Source: an optimization exercise on an open RTL-to-GDS flow (aim: small area, a short achievable clock period and few clock cycles per item). Production flows keep margins and buffers that such runs may drop.
At most, simulation tests tie the RTL to the original design; equivalence was not proved.

Design math_expression_inverse, start of the top module:
module math_expression_inverse #(
  parameter int W = 32
) (
  input  logic                  clk,
  input  logic                  reset,
  input  logic                  start,
  input  logic signed [2*W+3:0] q,
  input  logic                  rmd,
  input  logic signed [W-1:0]   a,
  input  logic signed [W-1:0]   b,
  input  logic signed [W-1:0]   d,
  output logic signed [W-1:0]   c,
  output logic                  valid,
  output logic                  busy,
  output logic                  err_div0,
  output logic                  inexact,
  output logic                  ovf
);
Size: about 2600 cells after synthesis, about 150 flip-flops, ~20000 µm² of cells after synthesis.
==> module math_expression_inverse, before the edit <==
module math_expression_inverse #(
  parameter int W = 32
) (
  input  logic                  clk,
  input  logic                  reset,
  input  logic                  start,
  input  logic signed [2*W+3:0] q,
  input  logic                  rmd,
  input  logic signed [W-1:0]   a,
  input  logic signed [W-1:0]   b,
  input  logic signed [W-1:0]   d,
  output logic signed [W-1:0]   c,
  output logic                  valid,
  output logic                  busy,
  output logic                  err_div0,
  output logic                  inexact,
  output logic                  ovf
);
  localparam int S  = 2;                       
  localparam int NB = 2*W + 6;                 
  localparam int L  = S * ((NB + S - 1) / S);  
  localparam int K  = 32;                      
  localparam int NC = L / S;                   
  localparam int CW = $clog2(NC + 1);
  localparam int TW = ((K > W + 1) ? K : W + 1) + 1;
  logic [L-1:0]  qr;      
  logic [W-1:0]  rr;      
  logic [W:0]    dx;      
  logic          sd;      
  logic          sn;      
  logic [CW-1:0] cnt;
  logic [1:0]    r3;      
  logic          ff;      
  logic          nz;      
  logic [NB-1:0] n_in;
  logic [W:0]    d1_in, dx_in;
  assign n_in  = {q[2*W+3], q, rmd} + {{(NB-W-2){d[W-1]}}, d, 2'b00};
  assign d1_in = {a[W-1], a} - {b[W-1], b};
  assign dx_in = d1_in[W] ? d1_in : ~d1_in;
  logic dc, div0, d_is1;
  assign dc    = ~sd;
  assign div0  = ~sd & (&dx);
  assign d_is1 = (&dx[W:1]) & (dx[0] == sd);
  logic first;
  assign first = (cnt == '0);
  logic [K-1:0]  t_top;
  logic [TW-1:0] d_t;
  logic          skip;
  assign t_top = qr[L-1 -: K] ^ {K{sn}};
  assign d_t   = TW'(t_top) + {{(TW-W-1){dx[W]}}, dx} + TW'(dc);
  assign skip  = first & d_t[TW-1];
  logic [S:0][W-1:0] rs;
  logic [S:0][1:0]   r3s;
  logic [S:0]        fs;
  logic [S-1:0]      q3, tk;
  always_comb begin
    rs[0]  = rr;
    r3s[0] = r3;
    fs[0]  = first ? d_is1 : ff;
    for (int i = 0; i < S; i++) begin
      logic          x;
      logic [W:0]    rsh;
      logic [W+1:0]  df;
      logic [2:0]    t;
      x      = qr[L-1-i] ^ sn;
      rsh    = {rs[i], x};
      df     = {1'b0, rsh} + {dx[W], dx} + (W+2)'(dc);
      tk[i]  = ~df[W+1];
      rs[i+1] = tk[i] ? df[W-1:0] : rsh[W-1:0];
      fs[i+1] = (fs[i] & x) | (&df);
      t      = {r3s[i], tk[i]};
      q3[S-1-i] = (t >= 3'd3);
      r3s[i+1]  = q3[S-1-i] ? 2'(t - 3'd3) : t[1:0];
    end
  end
  logic last;
  assign last  = (cnt == CW'(NC));
  assign valid = busy & (div0 | last);
  always_ff @(posedge clk or posedge reset) begin
    if (reset) busy <= 1'b0;
    else       busy <= busy ? ~valid : start;
  end
  always_ff @(posedge clk) begin
    if (!busy) begin
      qr  <= {{(L-NB){n_in[NB-1]}}, n_in};
      sn  <= n_in[NB-1];
      dx  <= dx_in;
      sd  <= d1_in[W];
      rr  <= '0;
      cnt <= '0;
      r3  <= '0;
      nz  <= 1'b0;
      ff  <= 1'b0;
    end else if (skip) begin
      qr  <= {qr[L-K-1:0], {K{1'b0}}};
      rr  <= W'(t_top);
      cnt <= CW'(K / S);
      ff  <= &d_t;
    end else begin
      qr  <= {qr[L-S-1:0], q3};
      rr  <= rs[S];
      cnt <= cnt + CW'(1);
      r3  <= r3s[S];
      nz  <= nz | (|tk);
      ff  <= fs[S];
    end
  end
  logic delta, inx1, sy, adj, inx2;
  logic [W:0] cs, kx;
  assign delta = sn & ff;
  assign inx1  = sn ? ~ff : (|rr);
  assign sy    = (sn ^ sd) | ~(nz | delta);
  always_comb begin
    if (sy) begin
      adj  = (r3 == 2'd2) | ((r3 == 2'd1) & delta);
      inx2 = ~(((r3 == 2'd2) & ~delta) | ((r3 == 2'd1) & delta));
      kx   = adj ? '0 : (W+1)'(1);
    end else begin
      adj  = (r3 == 2'd0) & ~delta;
      inx2 = ~(((r3 == 2'd1) & ~delta) | ((r3 == 2'd0) & delta));
      kx   = adj ? '1 : '0;
    end
  end
  assign cs = ({1'b0, qr[W-1:0]} ^ {(W+1){sy}}) + kx;
  assign c        = div0 ? '0 : cs[W-1:0];
  assign err_div0 = div0;
  assign inexact  = ~div0 & (inx1 | inx2);
  assign ovf      = ~div0 & ((|qr[L-1:W]) | (cs[W] ^ cs[W-1]));
endmodule
export LEC_CHECK = 0
export CAP_MARGIN = 20
export CORE_MARGIN = 2
export CORE_UTILIZATION = 40
export SLEW_MARGIN = 20
create_clock -name core_clock -period 8.5 [get_ports {clk}]
run.sh (not shown) runs the stock make flow with config.mk's settings and CLKGATE_MAP_FILE= SYNTH_SCRIPT=/design/flow/synth_recipe.tcl, a recipe that flattens the netlist after the stock synthesis.
Testbench counts at the start, summed over its fixed seeds: cycles 42,547, jobs 1,920.
Rerun with:
--- a/flow/design.v
+++ b/flow/design.v
@@ -13,16 +13,16 @@
   output logic                  valid,
   output logic                  busy,
   output logic                  err_div0,
   output logic                  inexact,
   output logic                  ovf
 );
-  localparam int S  = 2;                       
+  localparam int S  = 3;                       
   localparam int NB = 2*W + 6;                 
   localparam int L  = S * ((NB + S - 1) / S);  
-  localparam int K  = 32;                      
+  localparam int K  = 33;                      
   localparam int NC = L / S;                   
   localparam int CW = $clog2(NC + 1);
   localparam int TW = ((K > W + 1) ? K : W + 1) + 1;
   logic [L-1:0]  qr;      
   logic [W-1:0]  rr;      
   logic [W:0]    dx;      
Effect: With this change the flow finished with setup timing left; design area rises by 32%; first-iteration DRC count increases by 36%; sequential share of layout area came out lower by 3.5 points; via count goes up by 28%; area after synthesis increases by about 15%; non-clock buffer count rises by 439; register-to-register slack is worse by 1.4 ns; wire length rises by about 40%; clock skew hardly moves.
No functional check of the RTL was part of the second run of this note.

---

old:
The RTL this note starts from:
==> flow/design.v <==
module math_expression_inverse #(
  parameter int W = 32
) (
  input  logic                  clk,
  input  logic                  reset,
  input  logic                  start,
  input  logic signed [2*W+3:0] q,
  input  logic                  rmd,
  input  logic signed [W-1:0]   a,
  input  logic signed [W-1:0]   b,
  input  logic signed [W-1:0]   d,
  output logic signed [W-1:0]   c,
  output logic                  valid,
  output logic                  busy,
  output logic                  err_div0,
  output logic                  inexact,
  output logic                  ovf
);
  localparam int NB = 2*W + 6;                 
  localparam int K  = 32;                      
  localparam int NC = NB / 2;                  
  localparam int CW = $clog2(NC + 1);
  localparam logic [1:0] PREP = 2'd0, FIRST = 2'd1, RUN = 2'd2;
  logic [1:0]    st;
  logic [NB-1:0] qr;      
  logic [W-1:0]  rr;      
  logic [W:0]    dx;      
  logic [W+2:0]  d3;      
  logic          sd;      
  logic          sn;      
  logic [CW-1:0] cnt;
  logic [1:0]    r3;      
  logic          ff;      
  logic          nz;      
  logic          nz3;     
  logic [W-1:0]  qm;      
  logic          sy_r, sel_r, div0_r;
  logic dc;
  assign dc = ~sd;
  function automatic logic ones(input logic [W+3:0] a, input logic [W+3:0] b, input logic ci);
    ones = &(~(a ^ b) ~^ {a[W+2:0] & b[W+2:0], ci});
  endfunction
  logic [W:0]    d1_s;
  logic          d1_co;
  mei_add #(.N(W+1)) u_d1 (.a({a[W-1], a}), .b(~{b[W-1], b}), .ci(1'b1), .s(d1_s), .co(d1_co));
  logic [NB-1:0] n_s;
  logic          n_co, n_sg;
  mei_add #(.N(NB)) u_n (.a(qr), .b({{(NB-W-2){rr[W-1]}}, rr, 2'b00}), .ci(1'b0), .s(n_s), .co(n_co));
  assign n_sg = n_s[NB-1];
  logic [W+1:0] d_t;
  logic         d_t_co, first, restore, f_top, d_is1, d_is2;
  mei_add #(.N(W+2)) u_t (.a({2'b00, rr}), .b({dx[W], dx}), .ci(dc), .s(d_t), .co(d_t_co));
  assign first   = (st == FIRST);
  assign restore = first & ~d_t[W+1];
  assign f_top   = ones({4'b0000, rr}, {{3{dx[W]}}, dx}, dc);      
  assign d_is1   = (&dx[W:1]) & (dx[0] == sd);                     
  assign d_is2   = (&dx[W:2]) & (dx[1] == sd) & (dx[0] != sd);     
  logic          x1, x2;
  logic [W:0]    rsh;            
  logic [W+1:0]  rsh4;           
  logic [W+1:0]  df1;            
  logic [W+2:0]  dfa, dfc;       
  logic          t1, t2, t3;
  assign x1   = qr[NB-1];
  assign x2   = qr[NB-2];
  assign rsh  = {rr, x1};
  assign rsh4 = {rr, x1, x2};
  logic df1_co, dfa_co, dfc_co;
  mei_add #(.N(W+2)) u_s1 (.a({1'b0, rsh}), .b({dx[W], dx}), .ci(dc), .s(df1), .co(df1_co));
  mei_add #(.N(W+3)) u_sa (.a({1'b0, rsh4}), .b({{2{dx[W]}}, dx}), .ci(dc), .s(dfa), .co(dfa_co));
  mei_add #(.N(W+3)) u_sc (.a({1'b0, rsh4}), .b(d3), .ci(dc), .s(dfc), .co(dfc_co));
  assign t1   = ~dfa[W+2];
  assign t2   = ~df1[W+1];
  assign t3   = ~dfc[W+2];
  logic [3:0] fk;                
  assign fk[0] = ones({2'b00, rsh4}, {{3{dx[W]}}, dx}, dc);
  assign fk[1] = ones({3'b000, rsh}, {{3{dx[W]}}, dx}, dc) & x2;
  assign fk[2] = ones({2'b00, rsh4}, {d3[W+2], d3}, dc);
  assign fk[3] = (first ? f_top : ff) & x1 & x2;
  logic [3:0][1:0] q3k, r3k;
  logic [3:0]      selk, syk;
  always_comb begin
    for (int k = 0; k < 4; k++) begin
      logic [3:0] t;
      logic       dl, sy_k;
      t = {r3, 2'(k)};
      case (t)
        4'd0:  {q3k[k], r3k[k]} = {2'd0, 2'd0};
        4'd1:  {q3k[k], r3k[k]} = {2'd0, 2'd1};
        4'd2:  {q3k[k], r3k[k]} = {2'd0, 2'd2};
        4'd3:  {q3k[k], r3k[k]} = {2'd1, 2'd0};
        4'd4:  {q3k[k], r3k[k]} = {2'd1, 2'd1};
        4'd5:  {q3k[k], r3k[k]} = {2'd1, 2'd2};
        4'd6:  {q3k[k], r3k[k]} = {2'd2, 2'd0};
        4'd7:  {q3k[k], r3k[k]} = {2'd2, 2'd1};
        4'd8:  {q3k[k], r3k[k]} = {2'd2, 2'd2};
        4'd9:  {q3k[k], r3k[k]} = {2'd3, 2'd0};
        4'd10: {q3k[k], r3k[k]} = {2'd3, 2'd1};
        4'd11: {q3k[k], r3k[k]} = {2'd3, 2'd2};
        default: {q3k[k], r3k[k]} = 4'd0;     
      endcase
      dl      = sn & fk[k];
      sy_k    = (sn ^ sd) | ~(nz | (k != 0) | dl);
      syk[k]  = sy_k;
      selk[k] = sy_k ? ~((r3k[k] == 2'd2) | ((r3k[k] == 2'd1) & dl))
                     :  ((r3k[k] == 2'd0) & ~dl);
    end
  end
  logic [1:0]   y;               
  logic [W-1:0] r_nx;
  assign y    = t3 ? 2'd3 : t2 ? 2'd2 : t1 ? 2'd1 : 2'd0;
  assign r_nx = t3 ? dfc[W-1:0] : t2 ? {df1[W-2:0], x2} : t1 ? dfa[W-1:0] : {rr[W-3:0], x1, x2};
  logic       qa, qb, f_nx, sy_nx, sel_nx;
  logic [1:0] r3b;
  assign {qa, qb} = q3k[y];
  assign r3b      = r3k[y];
  assign f_nx     = fk[y];
  assign sy_nx    = syk[y];
  assign sel_nx   = selk[y];
  logic nz_nx;
  assign nz_nx    = nz | (|y);
  logic [W+2:0] d3_s;
  logic         d3_co;
  mei_add #(.N(W+3)) u_d3 (.a({dx[W], dx, dc}), .b({{2{dx[W]}}, dx}), .ci(dc), .s(d3_s), .co(d3_co));
  logic last;
  assign last  = (cnt == CW'(NC));
  assign valid = busy & (((st != PREP) & div0_r) | last);
  always_ff @(posedge clk or posedge reset) begin
    if (reset) busy <= 1'b0;
    else       busy <= busy ? ~valid : start;
  end
  always_ff @(posedge clk) begin
    if (!busy) begin
      dx <= d1_s[W] ? d1_s : ~d1_s;
      sd <= d1_s[W];
    end
    if (st == PREP) sn <= n_sg;
  end
  always_ff @(posedge clk) begin
    div0_r <= ~sd & (&dx);
    sy_r   <= sy_nx;
    sel_r  <= sel_nx;
    d3     <= d3_s;           
    if (!busy) begin
      st  <= PREP;
      qr  <= {q[2*W+3], q, rmd};
      rr  <= d;
    end else if (st == PREP) begin
      st  <= FIRST;
      qr  <= {n_s[NB-K-1 -: 2] ^ {2{n_sg}}, n_s[NB-K-3:0], {K{1'b0}}};
      rr  <= n_s[NB-1 -: K] ^ {K{n_sg}};
    end else if (restore) begin
      st  <= RUN;
      qr  <= {rr[K-3 -: 2], rr[K-5:0] ^ {(K-4){sn}}, qr[NB-1 -: 2] ^ {2{sn}}, qr[NB-3:K], 2'b00};
      rr  <= {{(W-1){1'b0}}, rr[K-2] & ~d_is1};
    end else begin
      st  <= RUN;
      qr  <= {qr[NB-3 -: 2] ^ {2{sn}}, qr[NB-5:0], qa, qb};
      rr  <= r_nx;
    end
    if (!busy || st == PREP) begin
      cnt <= (busy) ? CW'(K / 2) : '0;
      r3  <= '0;
      nz  <= 1'b0;
      nz3 <= 1'b0;
      qm  <= '1;
      ff  <= 1'b0;
    end else if (restore) begin
      cnt <= CW'(1);
      r3  <= {1'b0, rr[K-2] & d_is1};
      nz  <= rr[K-2] & d_is1;
      nz3 <= 1'b0;
      qm  <= '1;
      ff  <= d_is1 | (d_is2 & rr[K-2]);
    end else begin
      cnt <= cnt + CW'(1);
      r3  <= r3b;
      nz  <= nz_nx;
      nz3 <= nz3 | qa | qb;
      qm  <= (qa | qb) ? {qr[W-3:0], qb ? {qa, 1'b0} : 2'b01} : {qm[W-3:0], 2'b11};
      ff  <= f_nx;
    end
  end
  logic         delta, inx1, inx2, hi;
  logic [W-1:0] v;
  assign delta = sn & ff;
  assign inx1  = sn ? ~ff : (|rr);
  assign inx2  = sy_r ? ~(((r3 == 2'd2) & ~delta) | ((r3 == 2'd1) & delta))
                      : ~(((r3 == 2'd1) & ~delta) | ((r3 == 2'd0) & delta));
  assign hi    = (|(qr[NB-1 -: 2] ^ {2{sn}})) | (|qr[NB-3:W]);
  assign v     = sel_r ? qm : qr[W-1:0];
  assign c        = div0_r ? '0 : (v ^ {W{sy_r}});
  assign err_div0 = div0_r;
  assign inexact  = ~div0_r & (inx1 | inx2);
  assign ovf      = ~div0_r & (hi | (v[W-1] & (~sel_r | nz3)));
endmodule
module mei_add #(
  parameter int N = 8
) (
  input  logic [N-1:0] a,
  input  logic [N-1:0] b,
  input  logic         ci,
  output logic [N-1:0] s,
  output logic         co
);
  logic [N-1:0] p0, g0, p, g;
  always_comb begin
    p0 = a ^ b;
    g0 = a & b;
    p  = p0;
    g  = g0;
    g[0] = g0[0] | (p0[0] & ci);
    for (int i = 1; i <= $clog2(N); i++)
      for (int j = 2**i - 1; j < N; j += 2**i) begin
        g[j] = g[j] | (p[j] & g[j - 2**(i-1)]);
        p[j] = p[j] & p[j - 2**(i-1)];
      end
    for (int i = $clog2(N); i > 0; i--)
      for (int j = 2**i + 2**(i-1) - 1; j < N; j += 2**i) begin
        g[j] = g[j] | (p[j] & g[j - 2**(i-1)]);
        p[j] = p[j] & p[j - 2**(i-1)];
      end
    s  = p0 ^ {g[N-2:0], ci};
    co = g[N-1];
  end
endmodule
Settings: LEC_CHECK=0, CAP_MARGIN=20, CORE_MARGIN=2, CORE_UTILIZATION=40, CTS_BUF_LIST=sky130_fd_sc_hd__clkbuf_8, SETUP_SLACK_MARGIN=4.0, SLEW_MARGIN=20; clock period 8.5 ns.
standard.sh (not shown) runs the stock make flow with config.mk's settings and CLKGATE_MAP_FILE= SYNTH_SCRIPT=/design/flow/synth_recipe.tcl, a recipe that flattens the netlist after the stock synthesis.
==> flow/flow/run.sh <==
#!/bin/bash
# The standard layout, with the port buffers made from the smallest buffer cell
# (buf_1) instead of the cell buffer_ports picks by default. Every port is still buffered.
set -euo pipefail
cd "$(dirname "$0")/.."
export BUFFER_PORTS_ARGS="-buffer_cell sky130_fd_sc_hd__buf_1"
bash standard.sh > flow_standard.log 2>&1
[inputs] new vs old
diff --git a/flow/design.v b/flow/design.v
--- a/flow/design.v
+++ b/flow/design.v
@@ -41,14 +41,24 @@
     ones = &(~(a ^ b) ~^ {a[W+2:0] & b[W+2:0], ci});
   endfunction
   logic [W:0]    d1_s;
   logic          d1_co;
   mei_add #(.N(W+1)) u_d1 (.a({a[W-1], a}), .b(~{b[W-1], b}), .ci(1'b1), .s(d1_s), .co(d1_co));
-  logic [NB-1:0] n_s;
-  logic          n_co, n_sg;
-  mei_add #(.N(NB)) u_n (.a(qr), .b({{(NB-W-2){rr[W-1]}}, rr, 2'b00}), .ci(1'b0), .s(n_s), .co(n_co));
-  assign n_sg = n_s[NB-1];
+  localparam int NL = W + 2;
+  logic [NB-1:0]    n_s;
+  logic [NL-1:0]    n_lo;
+  logic [NB-NL-1:0] qh, qh_p1, qh_m1, n_hi;
+  logic             n_c, n_inc, n_dec, n_sg, qh_p1_co, qh_m1_co;
+  mei_add #(.N(NL)) u_n (.a(qr[NL-1:0]), .b({rr, 2'b00}), .ci(1'b0), .s(n_lo), .co(n_c));
+  assign qh    = qr[NB-1:NL];
+  mei_add #(.N(NB-NL)) u_np (.a(qh), .b('0), .ci(1'b1), .s(qh_p1), .co(qh_p1_co));
+  mei_add #(.N(NB-NL)) u_nm (.a(qh), .b('1), .ci(1'b0), .s(qh_m1), .co(qh_m1_co));
+  assign n_inc = n_c & ~rr[W-1];
+  assign n_dec = ~n_c & rr[W-1];
+  assign n_hi  = n_inc ? qh_p1 : n_dec ? qh_m1 : qh;
+  assign n_s   = {n_hi, n_lo};
+  assign n_sg  = qh[NB-NL-1] ^ ((~|qh) & n_dec) ^ ((&qh) & n_inc);
   logic [W+1:0] d_t;
   logic         d_t_co, first, restore, f_top, d_is1, d_is2;
   mei_add #(.N(W+2)) u_t (.a({2'b00, rr}), .b({dx[W], dx}), .ci(dc), .s(d_t), .co(d_t_co));
   assign first   = (st == FIRST);
   assign restore = first & ~d_t[W+1];
## What came out
Compared with old, in new clock-buffer cell count went up by 3, met3 track demand over resource in global routing shows a reduction of 1.6 points, post-detailed-placement half-perimeter wirelength shrank by about 1.4%.
Endpoint of the most critical setup path: ovf -> new, rr[16] -> old
From old to new the numbers moved as follows: met1 global-route usage went down 0.81 points; via count went up 902.
new ends up with lower share of layout cells above drive strength 1 than old does.
The slowest library cell on the worst path comes out fa_2 in one run and or4_1 in the other, namely in old and new respectively.
From old to new the numbers moved as follows: setup slack now larger; required time reported for the critical path endpoint now smaller.
old has lower setup slack of the most critical reg-to-reg path than new.
After synthesis and placement, the instance count of new is above that of old.
Testbench counts of new, summed over its fixed seeds: cycles 42,890, jobs 1,920.
The RTL of old was laid out without a check of its function.

afterwards: timing with drivers on the ports:
No port has a modelled driver above. Below, the same layouts with a new extraction and two added sets of constraints. Step 1 sets driving cells, clkbuf_16 on the clock port and buf_2 on the other inputs (assumed; they add their load-dependent delay and slew). Step 2 adds t to the input delays and takes it off the output delays; t is the mean of the earliest and latest rising clock arrival at the registers after step 1. Input paths then give back, and output paths get back, about the clock's delay inside the block. Slacks: ideal / step 1 / step 2; pairs: ideal / step 1.
run	t, ns	slack for setup (ns)	hold slack, ns	clock arrival spread, ns	worst slew at a driven data input, ns
the first run of note 1	0.490	0.916 / 0.867 / 1.200	0.482 / 0.482 / 0.482	0.014 / 0.014	0.08
the second run of note 1	0.533	-0.221 / -0.221 / -0.221	0.499 / 0.499 / 0.499	0.018 / 0.018	0.13
old	0.712	3.790 / 3.790 / 3.481	0.455 / 0.455 / 0.455	0.049 / 0.048	0.05
new	0.693	4.031 / 3.975 / 3.443	0.493 / 0.493 / 0.493	0.052 / 0.052	0.06
The setup slack of new, which loses most, moves by -0.056 ns with the drivers and by -0.588 ns with both steps.
